Context: an optimization exercise on an open-source flow, tuned for small area, a short achievable clock period and few clock cycles per item. The choices shown serve that exercise and are no tape-out recipe.
The RTL was checked by simulation tests, not by an equivalence proof against the original design.

==> v4: inputs <==
==> flow/design.v <==
`default_nettype none
package bcaa_pkg;
    localparam int BATT_W     = 10;
    localparam int ANGLE_W    = 16;
    localparam int CFG_IDX_W  = 1;
    localparam int CFG_DATA_W = 10;
endpackage
`default_nettype wire
`default_nettype none
module bcaa_divider (
    input  wire logic        clk,
    input  wire logic        rst_n,
    input  wire logic        load,        
    input  wire logic [31:0] a_val,       
    input  wire logic [23:0] den,         
    input  wire logic        sgn,         
    input  wire logic        zreq,
    input  wire logic        fault,
    input  wire logic        take,        
    output logic             can_load,
    output logic             rv,          
    output logic      [17:0] q_x,         
    output logic             r_sgn,
    output logic             r_zreq,
    output logic             r_fault
);
    localparam int NSTEP = 9;
    logic        dbusy;
    logic [3:0]  dcnt;
    logic [23:0] drem;
    logic [5:0]  dlow;        
    logic [17:0] dquo;        
    logic [23:0] dden;
    logic        dtop;        
    logic        dovf;        
    logic        dsgn;
    logic        dzreq;
    logic        dfault;
    logic        dstep;
    logic        dfinal;
    logic        dovf_now;
    assign dstep    = dbusy && !(rv && !take);
    assign dfinal   = dbusy && (dcnt == 4'(NSTEP - 1));
    assign can_load = !dbusy || dfinal;
    assign dovf_now = (dcnt == 4'd0) ? (dtop || (drem >= dden)) : dovf;
    logic [25:0] x4;
    logic [26:0] s1, s2, s3;
    logic [26:0] c3s, c3c;    
    logic        ge1, ge2, ge3;
    logic [23:0] rem_next;
    logic [1:0]  qdig;
    always_comb begin
        x4 = {drem, dlow[5:4]};
        s1 = {1'b0, x4} - {3'b0, dden};
        s2 = {1'b0, x4} - {2'b0, dden, 1'b0};
        c3s = {1'b0, x4} ^ ~{3'b0, dden} ^ ~{2'b0, dden, 1'b0};
        c3c = ({1'b0, x4} & ~{3'b0, dden}) | ({1'b0, x4} & ~{2'b0, dden, 1'b0})
            | (~{3'b0, dden} & ~{2'b0, dden, 1'b0});
        s3 = 27'(({c3s, 1'b1} + {c3c[25:0], 1'b1, 1'b1}) >> 1);
        ge1 = !s1[26];
        ge2 = !s2[26];
        ge3 = !s3[26];
        if (ge3)      rem_next = s3[23:0];
        else if (ge2) rem_next = s2[23:0];
        else if (ge1) rem_next = s1[23:0];
        else          rem_next = x4[23:0];
        qdig = {ge2, ge3 | (ge1 & ~ge2)};
    end
    always_ff @(posedge clk or negedge rst_n)
        if (!rst_n) begin
            dbusy <= 1'b0;
            dcnt  <= '0;
            rv    <= 1'b0;
        end else begin
            if (load) begin
                dbusy <= 1'b1;
                dcnt  <= '0;
            end else if (dfinal && dstep) begin
                dbusy <= 1'b0;
            end else if (dstep) begin
                dcnt  <= dcnt + 1'b1;
            end
            if (dfinal && dstep)
                rv <= 1'b1;
            else if (take)
                rv <= 1'b0;
        end
    always_ff @(posedge clk) begin
        if (load) begin
            drem   <= a_val[28:5];
            dlow   <= {a_val[4:0], 1'b0};
            dtop   <= |a_val[31:29];
            dden   <= den;
            dsgn   <= sgn;
            dzreq  <= zreq;
            dfault <= fault;
        end else if (dstep) begin
            if (dcnt == 4'd0)
                dovf <= dovf_now;
            drem <= rem_next;
            dlow <= {dlow[3:0], 2'b0};
        end
        if (dstep)
            dquo <= {dquo[15:0], (qdig | {2{dovf_now}}) ^ {2{dsgn}}};
        if (dfinal && dstep) begin
            r_sgn   <= dsgn;
            r_zreq  <= dzreq;
            r_fault <= dfault;
        end
    end
    assign q_x = dquo;
endmodule
`default_nettype wire
`default_nettype none
module battery_compensated_angle_from_adc (
    input  wire logic                  clk,
    input  wire logic                  rst_n,
    input  wire logic                  in_valid,
    output logic                       in_ready,
    input  wire logic [7:0]            in_code_byte0,
    input  wire logic [7:0]            in_code_byte1,
    input  wire logic [7:0]            in_code_byte2,
    input  wire logic [bcaa_pkg::BATT_W-1:0]     in_battery_count,
    input  wire logic                  in_zero_request,
    input  wire logic                  cfg_valid,
    output logic                       cfg_ready,
    input  wire logic [bcaa_pkg::CFG_IDX_W-1:0]  cfg_index,
    input  wire logic [bcaa_pkg::CFG_DATA_W-1:0] cfg_data,
    output logic                       out_valid,
    input  wire logic                  out_ready,
    output logic      [bcaa_pkg::ANGLE_W-1:0]    out_angle_q8,
    output logic                       out_denominator_fault,
    output logic                       out_offset_taken
);
    logic [1:0] mode_reg;
    logic [9:0] knee_reg;
    assign cfg_ready = 1'b1;
    always_ff @(posedge clk or negedge rst_n)
        if (!rst_n) begin
            mode_reg <= 2'd2;
            knee_reg <= 10'd796;
        end else if (cfg_valid) begin
            if (cfg_index == 1'b0) mode_reg <= cfg_data[1:0];
            else                   knee_reg <= cfg_data;
        end
    logic [25:0] k_scale;     
    logic [25:0] k_negabs;    
    logic [5:0]  m_mask;      
    always_comb
        case (mode_reg)
            2'd3:    begin k_scale = 26'd1;  k_negabs = 26'd0;        m_mask = 6'b111111; end
            2'd2:    begin k_scale = 26'd4;  k_negabs = -26'sd3;      m_mask = 6'b111100; end
            2'd1:    begin k_scale = 26'd16; k_negabs = -26'sd15;     m_mask = 6'b110000; end
            default: begin k_scale = 26'd64; k_negabs = -26'sd63;     m_mask = 6'b000000; end
        endcase
    logic [23:0] i_code;      
    logic [9:0]  i_batt;
    logic        i_zreq;
    logic [1:0]  i_pos;       
    logic        iv;
    logic [1:0]  apos;        
    logic        consume;
    logic        take;
    logic        acc_full;
    logic        abs_fire;
    logic [23:0] code_in;
    always_comb
        case (mode_reg)
            2'd3:    code_in = {in_code_byte0, in_code_byte1, in_code_byte2};
            2'd2:    code_in = {{6{in_code_byte0[7]}}, in_code_byte0, in_code_byte1, 2'b0};
            2'd1:    code_in = {{4{in_code_byte0[7]}}, in_code_byte0, in_code_byte1, 4'b0};
            default: code_in = {{2{in_code_byte0[7]}}, in_code_byte0, in_code_byte1, 6'b0};
        endcase
    assign consume  = iv && ((i_pos != 2'd0) || !acc_full || abs_fire);
    assign in_ready = !iv || consume;
    assign take     = in_valid && in_ready;
    always_ff @(posedge clk or negedge rst_n)
        if (!rst_n) begin
            iv   <= 1'b0;
            apos <= 2'd0;
        end else begin
            if (take) begin
                iv   <= 1'b1;
                apos <= apos + 2'd1;
            end else if (consume) begin
                iv   <= 1'b0;
            end
        end
    always_ff @(posedge clk)
        if (take) begin
            i_code <= code_in;
            i_batt <= in_battery_count;
            i_zreq <= in_zero_request;
            i_pos  <= apos;
        end
    logic [25:0] acc;         
    logic [25:0] acc_sum;
    logic        aneg;        
    logic        azreq;
    logic [18:0] hreg;        
    logic        hraw;
    logic        hge;         
    logic        hlo;         
    assign acc_sum = ((i_pos == 2'd0) ? k_scale : acc) + {{2{i_code[23]}}, i_code};
    always_ff @(posedge clk or negedge rst_n)
        if (!rst_n) begin
            acc_full <= 1'b0;
            hraw     <= 1'b0;
        end else begin
            if (consume && i_pos == 2'd3)
                acc_full <= 1'b1;
            else if (abs_fire)
                acc_full <= 1'b0;
            hraw <= consume && (i_pos == 2'd0);
        end
    always_ff @(posedge clk) begin
        if (consume) begin
            acc <= acc_sum;
            if (i_pos == 2'd0) begin
                hreg <= 19'(i_batt);
                hge  <= (i_batt >= knee_reg);
                hlo  <= (i_batt < 10'd59);
            end
            if (i_pos == 2'd3) begin
                aneg  <= acc_sum[25];
                azreq <= i_zreq;
            end
        end
        if (hraw)
            hreg <= (19'(hreg[9:0]) << 9) - (19'(hreg[9:0]) << 7) - 19'(hreg[9:0]);
    end
    logic [25:0] abs_r;
    logic [22:0] m_val;
    always_comb begin
        abs_r = (acc ^ {26{aneg}}) + (aneg ? k_negabs : k_scale);
        m_val = abs_r[24:2] & {17'h1FFFF, m_mask};
    end
    logic        p_u, p_x15, p_x225;      
    logic [31:0] facc;
    logic [23:0] fden;
    logic        pneg;        
    logic        ptneg;       
    logic        pzreq;
    logic        pfault;
    logic        c_xinv, c_yinv, c_sh4, k_p5120, k_m5120;
    logic        handoff;
    logic        hturn;       
    logic        can_a, can_b;
    logic [31:0] alu_x, alu_y, alu_r;
    always_comb begin
        alu_x = facc ^ {32{c_xinv}};
        alu_y = ({32{c_sh4}} & ((facc << 4) ^ {32{c_yinv}}))
              | (k_p5120 ? 32'd5120 : 32'd0) | (k_m5120 ? 32'hFFFFEC00 : 32'd0);
        alu_r = alu_x + alu_y + 32'(c_sh4);
    end
    assign handoff  = p_x225 && (hturn ? can_b : can_a);
    assign abs_fire = acc_full && (!(p_u || p_x15 || p_x225) || handoff);
    always_ff @(posedge clk or negedge rst_n)
        if (!rst_n) begin
            p_u     <= 1'b0;
            p_x15   <= 1'b0;
            p_x225  <= 1'b0;
            c_xinv  <= 1'b0;
            c_yinv  <= 1'b0;
            c_sh4   <= 1'b0;
            k_p5120 <= 1'b0;
            k_m5120 <= 1'b0;
            hturn   <= 1'b0;
        end else begin
            p_u    <= abs_fire;
            p_x15  <= p_u;
            p_x225 <= p_x15 || (p_x225 && !handoff);
            if (handoff)
                hturn <= !hturn;
            if (abs_fire) begin                   
                c_xinv  <= 1'b0;
                c_yinv  <= 1'b0;
                c_sh4   <= 1'b0;
                k_p5120 <= aneg;
                k_m5120 <= !aneg;
            end else if (p_u) begin               
                c_xinv  <= !alu_r[31];
                c_yinv  <= alu_r[31];
                c_sh4   <= 1'b1;
                k_p5120 <= 1'b0;
                k_m5120 <= 1'b0;
            end else if (p_x15) begin             
                c_xinv  <= 1'b1;
                c_yinv  <= 1'b0;
                c_sh4   <= 1'b1;
            end
        end
    always_ff @(posedge clk) begin
        if (abs_fire) begin
            facc   <= 32'(m_val);
            pneg   <= aneg;
            pzreq  <= azreq;
            pfault <= !hge && hlo;
            fden   <= hge ? 24'd9420800 : ((24'(hreg) << 5) + 24'(hreg) - 24'd737280);
        end else if (p_u || p_x15) begin
            facc <= alu_r;
        end
        if (p_u)
            ptneg <= pneg | alu_r[31];
    end
    logic        rv_a, rv_b;
    logic [17:0] q_a, q_b;
    logic        sg_a, sg_b, zr_a, zr_b, ft_a, ft_b;
    logic        eturn;       
    logic        out_valid_reg;
    logic        out_free;
    logic        emit_a, emit_b, emit;
    assign out_free = !out_valid_reg || out_ready;
    assign emit_a   = rv_a && out_free && !eturn;
    assign emit_b   = rv_b && out_free && eturn;
    assign emit     = emit_a || emit_b;
    bcaa_divider u_div_a (
        .clk      (clk),
        .rst_n    (rst_n),
        .load     (handoff && !hturn),
        .a_val    (alu_r),
        .den      (fden),
        .sgn      (ptneg),
        .zreq     (pzreq),
        .fault    (pfault),
        .take     (emit_a),
        .can_load (can_a),
        .rv       (rv_a),
        .q_x      (q_a),
        .r_sgn    (sg_a),
        .r_zreq   (zr_a),
        .r_fault  (ft_a)
    );
    bcaa_divider u_div_b (
        .clk      (clk),
        .rst_n    (rst_n),
        .load     (handoff && hturn),
        .a_val    (alu_r),
        .den      (fden),
        .sgn      (ptneg),
        .zreq     (pzreq),
        .fault    (pfault),
        .take     (emit_b),
        .can_load (can_b),
        .rv       (rv_b),
        .q_x      (q_b),
        .r_sgn    (sg_b),
        .r_zreq   (zr_b),
        .r_fault  (ft_b)
    );
    logic [17:0] rq;          
    logic        rsgn;
    logic        rzreq;
    logic        rfault;
    logic [17:0] q_sat;
    logic        ofs_pos;
    logic [17:0] ofs_x;
    logic [15:0] angle_reg;
    logic        fault_reg;
    logic        taken_reg;
    always_comb begin
        rq     = eturn ? q_b  : q_a;
        rsgn   = eturn ? sg_b : sg_a;
        rzreq  = eturn ? zr_b : zr_a;
        rfault = eturn ? ft_b : ft_a;
        q_sat  = rq ^ {18{rsgn}};
    end
    always_ff @(posedge clk or negedge rst_n)
        if (!rst_n) begin
            eturn         <= 1'b0;
            out_valid_reg <= 1'b0;
            ofs_pos       <= 1'b1;
            ofs_x         <= '0;
        end else begin
            if (emit)
                eturn <= !eturn;
            if (emit)
                out_valid_reg <= 1'b1;
            else if (out_ready)
                out_valid_reg <= 1'b0;
            if (emit && !rfault && rzreq) begin
                ofs_pos <= rsgn;
                if (rsgn)
                    ofs_x <= q_sat[17] ? 18'd131071 : q_sat;
                else
                    ofs_x <= ~((q_sat[17] && (|q_sat[16:0])) ? 18'd131072 : q_sat);
            end
        end
    logic [20:0] ang_s;
    logic [19:0] ang;
    logic [15:0] ang_c;
    always_comb begin
        ang_s = {{{2{~ofs_pos}}, ofs_x}, 1'b1} + {{{2{rsgn}}, rq}, (~ofs_pos | rsgn)};
        ang   = ang_s[20:1];
        if (rfault || (!ofs_pos && rsgn) || ang[19])
            ang_c = 16'd0;
        else if (|ang[18:16])
            ang_c = 16'hFFFF;
        else
            ang_c = ang[15:0];
    end
    always_ff @(posedge clk) begin
        if (emit) begin
            angle_reg <= ang_c;
            fault_reg <= rfault;
            taken_reg <= !rfault && rzreq;
        end
    end
    assign out_valid             = out_valid_reg;
    assign out_angle_q8          = angle_reg;
    assign out_denominator_fault = fault_reg;
    assign out_offset_taken      = taken_reg;
endmodule
`default_nettype wire
==> flow/run.sh <==
#!/bin/bash
# synth_recipe.tcl (not shown) runs the flow's synth.tcl, then flattens the netlist and writes it again
# the make line also repeats each setting of config.mk as NAME=value (left out here)
make -C /OpenROAD-flow-scripts/flow DESIGN_CONFIG=/design/flow/config.mk WORK_HOME=/design/flow/orfs CLKGATE_MAP_FILE= SYNTH_SCRIPT=/design/flow/synth_recipe.tcl finish
==> flow/config.mk <==
export PLATFORM = sky130hd
export DESIGN_NAME = battery_compensated_angle_from_adc
export DESIGN_NICKNAME = battery_compensated_angle_from_adc
export VERILOG_FILES = /design/flow/design.v
export SDC_FILE = /design/flow/constraint.sdc
export NUM_CORES = 4
export LEC_CHECK = 0
export CAP_MARGIN = 20
export CORE_MARGIN = 2
export CORE_UTILIZATION = 40
export SETUP_SLACK_MARGIN = 3.5
export SLEW_MARGIN = 20
==> flow/constraint.sdc <==
create_clock -name core_clock -period 7.5 [get_ports {clk}]
set_input_delay 1.5000 -clock core_clock [delete_from_list [all_inputs] [get_ports {clk}]]
set_output_delay 1.5000 -clock core_clock [all_outputs]
set_load 0.01 [all_outputs]
==> inputs of v26, as changes to v4 <==
- CORE_UTILIZATION: 40 -> 60
- SETUP_SLACK_MARGIN: 3.5 -> 4.0
==> notes <==
- In v26 the via count is higher than in v4, by about 10%.
- Against v4, the count of clock-buffer cells in the layout of v26 is lower by 1.
- In critical path depth, v26 and v4 do not differ.
- In v26 the cell area is higher than in v4, by about 8%.
- Against v26, the utilization of v4 is lower by 29 points.
- Sequential share of layout area: v4 is higher than v26 (2.3 points).
- In synthesized cell count, v4 and v26 do not differ.
- Of v4 and v26, v4 has the higher register-to-register slack (gap 0.08 ns).
- Between v26 and v4, the lower non-clock buffer count is in v4 (gap 178).
Testbench counts of v4, summed over its fixed seeds: cycles 7,320, items 1,600.
Testbench counts of v26, summed over its fixed seeds: cycles 7,320, items 1,600.

---

==> inputs of job 519 <==
Another version of the RTL of battery_compensated_angle_from_adc (not shown whole).
## battery_compensated_angle_from_adc
module battery_compensated_angle_from_adc (
    input  wire logic                  clk,
    input  wire logic                  rst_n,
    input  wire logic                  in_valid,
    output logic                       in_ready,
    input  wire logic [7:0]            in_code_byte0,
    input  wire logic [7:0]            in_code_byte1,
    input  wire logic [7:0]            in_code_byte2,
    input  wire logic [bcaa_pkg::BATT_W-1:0]     in_battery_count,
    input  wire logic                  in_zero_request,
    input  wire logic                  cfg_valid,
    output logic                       cfg_ready,
    input  wire logic [bcaa_pkg::CFG_IDX_W-1:0]  cfg_index,
    input  wire logic [bcaa_pkg::CFG_DATA_W-1:0] cfg_data,
    output logic                       out_valid,
    input  wire logic                  out_ready,
    output logic      [bcaa_pkg::ANGLE_W-1:0]    out_angle_q8,
    output logic                       out_denominator_fault,
    output logic                       out_offset_taken
);
==> flow/config.mk <==
export PLATFORM = sky130hd
export DESIGN_NAME = battery_compensated_angle_from_adc
export DESIGN_NICKNAME = battery_compensated_angle_from_adc
export VERILOG_FILES = /design/flow/design.v
export SDC_FILE = /design/flow/constraint.sdc
export NUM_CORES = 4
export LEC_CHECK = 0
export CAP_MARGIN = 20
export CORE_MARGIN = 2
export CORE_UTILIZATION = 40
export SETUP_SLACK_MARGIN = 3
export SLEW_MARGIN = 20
==> flow/constraint.sdc <==
create_clock -name core_clock -period 7.5 [get_ports {clk}]
set_input_delay 1.5000 -clock core_clock [delete_from_list [all_inputs] [get_ports {clk}]]
set_output_delay 1.5000 -clock core_clock [all_outputs]
set_load 0.01 [all_outputs]
run.sh (not shown) runs the stock make flow with config.mk's settings and CLKGATE_MAP_FILE= SYNTH_SCRIPT=/design/flow/synth_recipe.tcl, a recipe that flattens the netlist after the stock synthesis.
==> job 822 (differences from job 519) <==
--- a/flow/config.mk
+++ b/flow/config.mk
@@ -8,5 +8,5 @@
 export CAP_MARGIN = 20
 export CORE_MARGIN = 2
 export CORE_UTILIZATION = 40
-export SETUP_SLACK_MARGIN = 3
+export SETUP_SLACK_MARGIN = 2
 export SLEW_MARGIN = 20
==> job 8278 (differences from job 519) <==
--- a/flow/config.mk
+++ b/flow/config.mk
@@ -8,5 +8,4 @@
 export CAP_MARGIN = 20
 export CORE_MARGIN = 2
 export CORE_UTILIZATION = 40
-export SETUP_SLACK_MARGIN = 3
 export SLEW_MARGIN = 20
==> qor summary <==
metric	job 822	job 519	job 8278
GRT Resource Usage Total	0.2118	0.2288	0.2096
Routed wire length per instance	18.34 µm	19.20 µm	18.13 µm
Worst Clk Skew	0.01226 ns	0.008982 ns	0.01250 ns
Final-layout fill cell count	3939	3740	4010
Cts repair resizes	88	221	0
Fmax	0.1857 GHz	0.1840 GHz	0.1559 GHz
Worst relative slew slack	0.3530	0.3426	0.3401
Critical Path Max Stage Delay	0.51 ns	0.70 ns	0.90 ns
Worst setup path startpoint	osgn	ofs_pos	osgn
Seq area share	0.2737	0.2525	0.2844
Unrepaired setup endpoints after global routing	yes	yes	no
Final clock period utilization by the worst path	0.7182	0.7246	0.8554
Total Routed Length	46830 µm	50640 µm	45290 µm
Worst path buffer plus inverter count	2	4	3
Run status	complete, no violations	complete, no violations	complete, no violations
Post-detailed-placement cell area	17950 µm²	18090 µm²	17950 µm²
Testbench counts of job 519, summed over its fixed seeds: cycles 16,080, items 1,600.
Testbench counts of job 822, summed over its fixed seeds: cycles 16,080, items 1,600.
Testbench counts of job 8278, summed over its fixed seeds: cycles 16,080, items 1,600.

==> separate check: timing with driven ports <==
How much do the figures lean on ideal ports? The routed layouts below were timed once more, with nothing changed but the port constraints.
Step 1 assumes that a clkbuf_16 drives the clock port and a buf_2 every other input.
Step 2 times the ports against the registers' clock, not the clock port: input delays grow and output delays shrink by t, the midpoint of the rising clock arrivals with the driver on.
Slacks: no drivers / after step 1 / after step 2; pairs: no drivers / after step 1.
| run | t (ns) | setup slack, ns | clock arrival spread, ns | pins driven straight from the clock port |
|---|---|---|---|---|
| v4 | 0.641 | 3.545 / 3.481 / 3.183 | 0.038 / 0.039 | 1 |
| v26 | 0.635 | 3.479 / 3.417 / 3.501 | 0.035 / 0.035 | 1 |
| job 519 | 0.498 | 2.065 / 2.014 / 2.290 | 0.011 / 0.011 | 1 |
| job 822 | 0.495 | 2.114 / 2.062 / 1.783 | 0.014 / 0.013 | 1 |
| job 8278 | 0.495 | 1.085 / 1.034 / 1.530 | 0.014 / 0.013 | 1 |
After both steps setup and hold are still met in every run listed. The setup slack of v4, which loses most, moves by -0.064 ns with the drivers and by -0.362 ns with both steps.
